What follows belongs to an exercise in optimizing a design on an open flow for small area, a short achievable clock period and few clock cycles per item; a production flow would make more cautious choices. Function was checked by simulation only, so behaviour that the tests miss may differ from the original.

== rev 12 ==
## radix_n_signed_digit_alu_unit
module radix_n_signed_digit_alu_unit (
   input  logic        clock,
   input  logic        reset,
   input  logic        start,
   output logic        busy,
   input  logic [67:0] req_data,
   output logic        rsp_valid,
   output logic [67:0] rsp_data,
   input  logic        csr_we,
   input  logic [4:0]  csr_wdata
);
   localparam logic [1:0] ST_OK           = 2'd0;
   localparam logic [1:0] ST_OVERFLOW     = 2'd1;
   localparam logic [1:0] ST_ZERO_BY_ZERO = 2'd2;
   localparam logic [1:0] ST_DIV_BY_ZERO  = 2'd3;
   localparam logic [2:0] S_IDLE = 3'd0;
   localparam logic [2:0] S_AS   = 3'd1;    
   localparam logic [2:0] S_SET  = 3'd2;    
   localparam logic [2:0] S_DIG  = 3'd3;    
   localparam logic [2:0] S_FIX1 = 3'd4;    
   localparam logic [2:0] S_FIX2 = 3'd5;    
   logic [4:0] radix_ff;
   logic [3:0] rmax_ff;    
   logic [3:0] k_ff;       
   logic [1:0] hm_ff;      
   logic [1:0] lm_ff;      
   logic [4:0] csr_r;
   assign csr_r = (csr_wdata < 5'd2) ? 5'd2 : (csr_wdata > 5'd16) ? 5'd16 : csr_wdata;
   always_ff @(posedge clock) begin
      if (reset) begin
         radix_ff <= 5'd10;
         rmax_ff  <= 4'd9;
         k_ff     <= 4'd6;
         hm_ff    <= 2'd2;
         lm_ff    <= 2'd1;
      end else if (csr_we) begin
         radix_ff <= csr_r;
         rmax_ff  <= 4'(csr_r - 5'd1);
         k_ff     <= 4'(5'd16 - csr_r);
         hm_ff    <= 2'((csr_r - 5'd1) >> 2);
  ...
make LEC_CHECK=0 CAP_MARGIN=20 CORE_MARGIN=2 CORE_UTILIZATION=40 SETUP_SLACK_MARGIN=5 SLEW_MARGIN=20 TNS_END_PERCENT=100 finish   # period 10.5 ns
run.sh (not shown) runs the stock make flow with config.mk's settings and CLKGATE_MAP_FILE= SYNTH_SCRIPT=/design/flow/synth_recipe.tcl, a recipe that flattens the netlist after the stock synthesis.
Testbench counts of rev 12, summed over its fixed seeds: cycles 11,466, items 2,880.
Input changes introduced in rev 13 (baseline for comparison: rev 12):
--- a/flow/design.v
+++ b/flow/design.v
@@ -123,14 +123,17 @@
          mk    = 2'd0;
          mrest = 4'd0;
       end
    end
    logic [1:0] ph0;
    assign ph0 = (hm_ff != 2'd0) ? 2'd2 : (lm_ff != 2'd1) ? 2'd1 : 2'd0;
-   logic [1:0] kk;
-   assign kk = is_div ? (fc_ff ? ph0 : ph_ff) : mk;
+   function automatic logic [1:0] mul_step(input logic [3:0] bits);
+      mul_step = (bits[3:2] != 2'd0) ? 2'd2 : bits[1] ? 2'd1 : 2'd0;
+   endfunction
+   logic [1:0] kk, kk_ff, kk_n;
+   assign kk = kk_ff;
    logic [35:0] mult;
    logic        mult_ov;
    always_comb begin
       case (kk)
          2'd2:    begin mult = m4_ff;          mult_ov = ov4_ff; end
          2'd1:    begin mult = m2_ff;          mult_ov = 1'b0;   end
@@ -354,19 +357,32 @@
       endcase
       if (cpl) begin
          st_n = S_IDLE;
          if (is_div) m2_n = {4'd0, a_n};
       end
    end
+   logic [3:0] nt;
+   always_comb begin
+      nt = a_ff[31:28];
+      if (((st_ff == S_SET) && !set_exit && pre_shift2) || ((st_ff == S_DIG) && !ovf_ff && skip2))
+         nt = a_ff[23:20];
+      else if (((st_ff == S_SET) && !set_exit && pre_shift1) || ((st_ff == S_DIG) && !ovf_ff && !skip2 && ddone))
+         nt = a_ff[27:24];
+      if (is_div)
+         kk_n = fc_n ? ph0 : ph_n;
+      else
+         kk_n = mul_step(fc_n ? nt : qd_n);
+   end
    always_ff @(posedge clock) begin
       a_ff   <= a_n;
       w_ff   <= w_n;
       m2_ff  <= m2_n;
       cnt_ff <= cnt_n;
       fc_ff  <= fc_n;
       ph_ff  <= ph_n;
+      kk_ff  <= kk_n;
       ks_ff  <= ks_n;
       qd_ff  <= qd_n;
       ovf_ff <= ovf_n;
       if (st_ff == S_SET) begin
          if (first_ff) begin
             ov4_ff <= 1'b1;
## What came out
Of the two values seen for critical-path cell with the highest stage delay, buf_4 was produced by rev 12 and fa_1 by rev 13. Compared with rev 12, in rev 13 count of inserted tapcells shows an increase of 56, wire length shows an increase of about 1.7%, sequential portion of the cell area shows a reduction of 1.2 points, combined flip-flop and latch cell area shows an increase of about 0.35%, via count of the first global-routing pass shows an increase of 1315. reg2out as the category of the critical setup timing path was reported by rev 13, and reg2reg by rev 12. Per the comparison of rev 13 with rev 12, post-synth design cell area went up 750 um2; area enclosed by the die boundary shows an increase of about 3%.
Testbench counts of rev 13, summed over its fixed seeds: cycles 11,466, items 2,880.

==> what the ideal ports hide <==
No port has a modelled driver above. Below, the same layouts with a new extraction and two added sets of constraints.
Step 1 (the two cells are an assumption about what drives the block):
set clk [get_ports {clock}]
set_driving_cell -lib_cell sky130_fd_sc_hd__clkbuf_16 $clk
set_driving_cell -lib_cell sky130_fd_sc_hd__buf_2 [delete_from_list [all_inputs] $clk]
Step 2 times the ports against the registers' clock, not the clock port: input delays grow and output delays shrink by t, the midpoint of the rising clock arrivals with the driver on.
a / b / c = ideal / step 1 / step 2; a / b = the first two.
| run | shift t [ns] | setup WS [ns] | worst hold slack (ns) |
|---|---|---|---|
| rev 12 | 0.673 | 2.975 / 2.975 / 2.975 | 0.473 / 0.473 / 0.473 |
| rev 13 | 0.671 | 3.605 / 3.541 / 3.673 | 0.470 / 0.470 / 0.470 |
After both steps setup and hold are still met in every run listed.
